Source: an optimization exercise on an open RTL-to-GDS flow (aim: small area, a short achievable clock period and few clock cycles per item). Production flows keep margins and buffers that such runs may drop.
Only simulation tests tie the RTL to the original design; equivalence was not proved.

File: flow/run.sh
#!/bin/bash
# synth_recipe.tcl (not shown) runs the flow's synth.tcl, then flattens the netlist and writes it again
# the make line also repeats each setting of config.mk as NAME=value (left out here)
make -C /OpenROAD-flow-scripts/flow DESIGN_CONFIG=/design/flow/config.mk WORK_HOME=/design/flow/orfs CLKGATE_MAP_FILE= SYNTH_SCRIPT=/design/flow/synth_recipe.tcl finish
File: flow/config.mk
export PLATFORM = sky130hd
export DESIGN_NAME = blowfish_dec_iter
export DESIGN_NICKNAME = blowfish_dec_iter
export VERILOG_FILES = /design/flow/design.v
export SDC_FILE = /design/flow/constraint.sdc
export NUM_CORES = 4
export LEC_CHECK = 0
export CAP_MARGIN = 20
export CORE_MARGIN = 2
export CORE_UTILIZATION = 40
export SLEW_MARGIN = 20
File: flow/constraint.sdc
create_clock -name core_clock -period 12.5 [get_ports {clk}]
set_input_delay 2.5000 -clock core_clock [delete_from_list [all_inputs] [get_ports {clk}]]
set_output_delay 2.5000 -clock core_clock [all_outputs]
set_load 0.01 [all_outputs]
File: flow/design.v
package blowfish_pkg;
  localparam int unsigned NUM_ROUNDS = 16;
  localparam int unsigned KEY_WORDS  = 14;
  localparam logic [18*32-1:0] P_ARRAY = {
    32'h243f6a88, 32'h85a308d3, 32'h13198a2e, 32'h03707344,
    32'ha4093822, 32'h299f31d0, 32'h082efa98, 32'hec4e6c89,
    32'h452821e6, 32'h38d01377, 32'hbe5466cf, 32'h34e90c6c,
    32'hc0ac29b7, 32'hc97c50dd, 32'h3f84d5b5, 32'hb5470917,
    32'h9216d5d9, 32'h8979fb1b
  };
endpackage
module feistel (
  input  logic [31:0] x,
  output logic [31:0] f
);
  localparam logic [127:0] SboxMul = {32'h9e3779b1, 32'h85ebca6b, 32'hc2b2ae35, 32'h27d4eb2f};
  localparam logic [127:0] SboxXor = {32'h7f4a7c15, 32'h165667b1, 32'hd3a2646c, 32'hfd7046c5};
  logic [31:0] s [4];
  always_comb begin
    for (int i = 0; i < 4; i++) begin
      s[i] = ({24'd0, x[31-8*i -: 8]} * SboxMul[32*(3-i) +: 32]) ^ SboxXor[32*(3-i) +: 32];
    end
    f = ((s[0] + s[1]) ^ s[2]) + s[3];
  end
endmodule
module blowfish_dec_iter (
  input  logic         clk,
  input  logic         rst_n,
  input  logic         in_valid,
  output logic         in_ready,
  input  logic [63:0]  ct,
  input  logic [448:0] key,
  output logic         out_valid,
  input  logic         out_ready,
  output logic [63:0]  pt
);
  function automatic logic [31:0] kw(input logic [447:0] k, input int n);
    kw = k[32*(14-n) +: 32];
  endfunction
  function automatic logic [31:0] pc(input int n);
    pc = blowfish_pkg::P_ARRAY[32*(18-n) +: 32];
  endfunction
  function automatic logic [31:0] pr(input logic [3:0] r);
    pr = 32'd0;
    for (int i = 0; i < 16; i++) begin
      if (r == 4'(i)) pr = pc(16 - i);
    end
  endfunction
  logic        busy_q, ld_q, out_valid_q;
  logic [3:0]  cnt_q, sc_q;
  logic [31:0] t_q, u_q;
  logic [31:0] ring_q [14];
  logic [63:0] pt_q;
  logic        last, fire, stall, accept, busy_d, out_valid_d;
  logic [31:0] f, t_n, u_n;
  logic        unused_key_msb;
  assign unused_key_msb = key[448];
  assign last   = busy_q && (cnt_q == 4'd15);
  assign fire   = last && (sc_q == 4'd0) && !out_valid_q;
  assign stall  = last && !fire;
  assign accept = in_valid && ld_q;
  feistel u_feistel (
    .x (t_q),
    .f (f)
  );
  assign t_n = u_q ^ f;
  assign u_n = t_q ^ ring_q[0] ^ pr(cnt_q);
  assign busy_d      = accept || (busy_q && !fire);
  assign out_valid_d = fire || (out_valid_q && !out_ready);
  always_ff @(posedge clk) begin
    if (!rst_n) begin
      busy_q      <= 1'b0;
      out_valid_q <= 1'b0;
      ld_q        <= 1'b0;
      cnt_q       <= 4'd0;
      sc_q        <= 4'd0;
    end else begin
      busy_q      <= busy_d;
      out_valid_q <= out_valid_d;
      ld_q        <= (!busy_d || (busy_q && cnt_q == 4'd14)) && !out_valid_d;
      cnt_q       <= !busy_q ? 4'd0 : stall ? cnt_q : cnt_q + 4'd1;
      sc_q        <= !stall ? 4'd0 : (sc_q == 4'd13) ? 4'd0 : sc_q + 4'd1;
    end
  end
  always_ff @(posedge clk) begin
    if (ld_q) begin
      t_q <= ct[63:32] ^ kw(key[447:0], 4) ^ pc(18);
      u_q <= ct[31:0]  ^ kw(key[447:0], 3) ^ pc(17);
      for (int i = 0; i < 14; i++) ring_q[i] <= kw(key[447:0], ((15 - i) % 14) + 1);
    end else begin
      if (!stall) begin
        t_q <= t_n;
        u_q <= u_n;
      end
      for (int i = 0; i < 14; i++) ring_q[i] <= ring_q[(i + 1) % 14];
    end
  end
  always_ff @(posedge clk) begin
    if (fire) pt_q <= {u_n, t_n};
  end
  assign in_ready  = ld_q;
  assign out_valid = out_valid_q;
  assign pt        = pt_q;
endmodule
==> results.txt <==
cells by family (layout without fill, tap and decap cells):
family                     after synthesis  after routing  synth area share
muxes                                  459            459             0.138
AOI/OAI and AO/OA                      533            533            0.0902
buffers and inverters                  492           1122            0.0495
other                                    0             14                 0
adders and majority gates              583            583             0.241
and+or+nand+nor                        355            355            0.0445
xor gates and xnor gates               372            372            0.0876
DFF                                    587            587             0.349
cell usage after synthesis (68+ instances only):
cell type,number
mux2_2,458
xor2_1,97
xnor2_1,274
a21o_1,75
inv_1,402
o21ai_0,78
fa_1,225
nand2_1,68
clkbuf_1,79
edfxtp_1,128
a21oi_1,209
dfxtp_1,459
ha_1,358
nor2_1,138
final cells by class:
type	count	share of cell area
multi-input combinational	2302	0.479
sequential	587	0.278
timing repair buffer	593	0.127
clock buffer	99	0.0434
tap	1254	0.0335
inverter	403	0.0323
clock inverter	27	0.00574
antenna	14	0.000748
worst reg2reg max path: cells and delay by family (launching register included):
family,cells,cell delay (ps)
xor gates and xnor gates,4,930
adders and majority gates,7,2890
AOI/OAI and AO/OA,14,2800
DFF,1,640
buffers and inverters,3,310
and+or+nand+nor,6,1470
flip-flops by register name (all words and copies together), names as in the netlist:
name	count
busy_q	1
cnt_q	4
ld_q	1
out_valid_q	1
pt_q	64
ring_q	448
sc_q	4
t_q	32
u_q	32
worst paths after layout:
kind / slack (ps) / endpoint / startpoint
max reg2reg: 3320 / t_q[31]$_DFFE_PP_ / t_q[18]$_DFFE_PP_
max: 3320 / t_q[31]$_DFFE_PP_ / t_q[18]$_DFFE_PP_
min reg2reg: 430 / ring_q[10][16]$_DFF_P_ / ring_q[11][16]$_DFF_P_
min: 430 / ring_q[10][16]$_DFF_P_ / ring_q[11][16]$_DFF_P_
placed cells by master, fill, tap and decap left out, types with 12 or more instances in the layout:
cell type,count
nor3_1,25
edfxtp_1,128
a31oi_1,16
nand2_1,68
clkbuf_16,73
mux2_2,458
clkdlybuf4s50_1,581
dfxtp_1,458
o21ai_0,78
nor2b_1,20
nand2b_1,19
nand3_1,27
diode_2,14
fa_1,225
nor2_1,138
inv_1,401
and3_1,12
clkbuf_1,15
o21bai_1,30
xnor2_1,274
ha_1,358
xor2_1,97
o21a_1,13
a21o_1,75
a21oi_1,209
stage by stage:
step | worst slack, ps | instances | utilization | instance area (um2)
6_report | 3320 | 5279 | 0.504 | 46800
5_1_grt | 2800 | 5271 | 0.504 | 46800
4_1_cts | 3320 | 5265 | 0.504 | 46800
3_5_place_dp | 3390 | 5139 | 0.479 | 44500
3_3_place_gp | 3450 | 5139 | 0.479 | 44500
2_1_floorplan | 4780 | 3381 | - | 37300
metal layers:
layer / vias up / GRT usage / share of wire
met5: - / 0 / 0.0021
met4: 38 / 0.0869 / 0.035
met3: 190 / 0.0670 / 0.068
met2: 719 / 0.420 / 0.48
met1: 12500 / 0.301 / 0.41
li1: 12700 / - / -
==> impl_metrics.yaml <==
synthesis:
  synth_edf_count: 128
  synth_top_cell_by_area: "dfxtp_1"
  ys_types: 77
  yosysSeqAreaShare: 0.349
  yosys-top-cells-area: "dfxtp_1 25%, mux2_2 14%, fa_1 12%, ha_1 12%, edfxtp_1 10%"
  synth_area_per_cell_um2: 11.0
  synth_top_area_share: 0.246
  synthArstFlopShare: 0
  syn_inst: 3381
  synth_fp_nets: 4481
  yosysWarnings: 4
  ys_ff_latch: 587
  netlist_area_mm2: 0.0373
  synthFlopType: "dfxtp_1"
floorplanning:
  die_width_um: 310
  die_h_um: 310
  start_util: 0.402
  num_rows: 112
  die-area_mm2: 0.0958
  core_region_area_mm2: 0.0929
  io_pins: 583
critical_path:
  worst_path_max_delay_cell: "edfxtp_1"
  critical_path_class: "reg -> reg"
  cp_slowest_stage_delay_ps: 640
  required_ps: 12990
  critPathArrivalTime_ps: 9660
  startpoint_type: "register"
  path_max_fanout: 7
  path_buf_inv: 3
  critPathTopFamily: "adder cells"
  rr_worst_depth: 34
  cp.depth: 34
  worstSetupEndpointType: "register"
sta:
  fin_crit_sh: 0.734
  slew_viol_final: 0
  max_freq_ghz: 0.109
  hold_viol: 0
  finalSetupViolCount: 0
  slew-limit-headroom: 0.282
  rsz0062_at_grt: "false"
  fin_setup_tns_ps: 0
  tightest_slew_ps: 1080
  finClkSkew_ps: 62.2
  fin_hold_ws_ps: 432
  layout_min_cycle_time_ps: 9180
cts:
  cts_buffers: 69
  clk_pin_slew_ps: 60
  cts_tree: "built"
  clock_path_buffers: 3
  clock-sinks: 587
  h-tree-depth: 3
  insertion_delay_ps: 650
  post_cts_buffers: 0
  cts_root_buffer: "clkbuf_16"
  cts_resized: 0
  hold_buffers: 0
routing:
  wl_per_cell_um: 22.6
  drtPass1Iterations: 5
  drtIter0Drc: 1508
  ant_nets: 0
  wl_um: 119000
  vias: 26200
  drc: 0
  via_per_inst: 4.96
finish:
  fillers: 8502
  multi_input_area_mm2: 0.0225
  ff_latch_area_mm2: 0.0130
  area_growth_pct: 25.5
  final_nets: 5056
  layout-drive-gt1-share: 0.151
placed_design:
  dp_hpwl_um: 98500
  port_buffers: 581
  gp_congestion: 0.954
worst_hold_path:
  worstHoldPathType: "reg -> reg"
  min_path_cells: 1
global_route:
  gr-usage-all-layers: 0.247
  antenna_found_initial: 39
  grt_max_degree: 214
  grt_pass1_wl_um: 173000
  grt-ovfl-total: 0
  grt_pass1_vias: 27000
job:
  drv_cap: 0
status:
  status: "no timing/DRC/antenna violations"
Testbench counts, summed over its fixed seeds: cycles 5,144, items 320.

[separate check: timing with driven ports]
The results above use ideal ports. As a check the final layout listed here was re-extracted and re-timed, cells and wires unchanged.
Step 1 sets driving cells, clkbuf_16 on the clock port and buf_2 on the other inputs (assumed; they add their load-dependent delay and slew).
Step 2 times the ports against the registers' clock, not the clock port: input delays grow and output delays shrink by t, the midpoint of the rising clock arrivals with the driver on.
a / b / c = ideal ports / drivers / drivers and shift; a / b = the first two.
t, ns: 0.685
setup WS [ns]: 3.323 / 3.323 / 3.323
worst setup path after step 2: register to register
slew at the worst register clock pin (ns): 0.07 / 0.07
pins driven straight from the clock port: 1
After both steps this run still meets setup and hold. For this run, drivers alone change the setup slack by 0.000 ns; drivers and shift together by 0.000 ns.
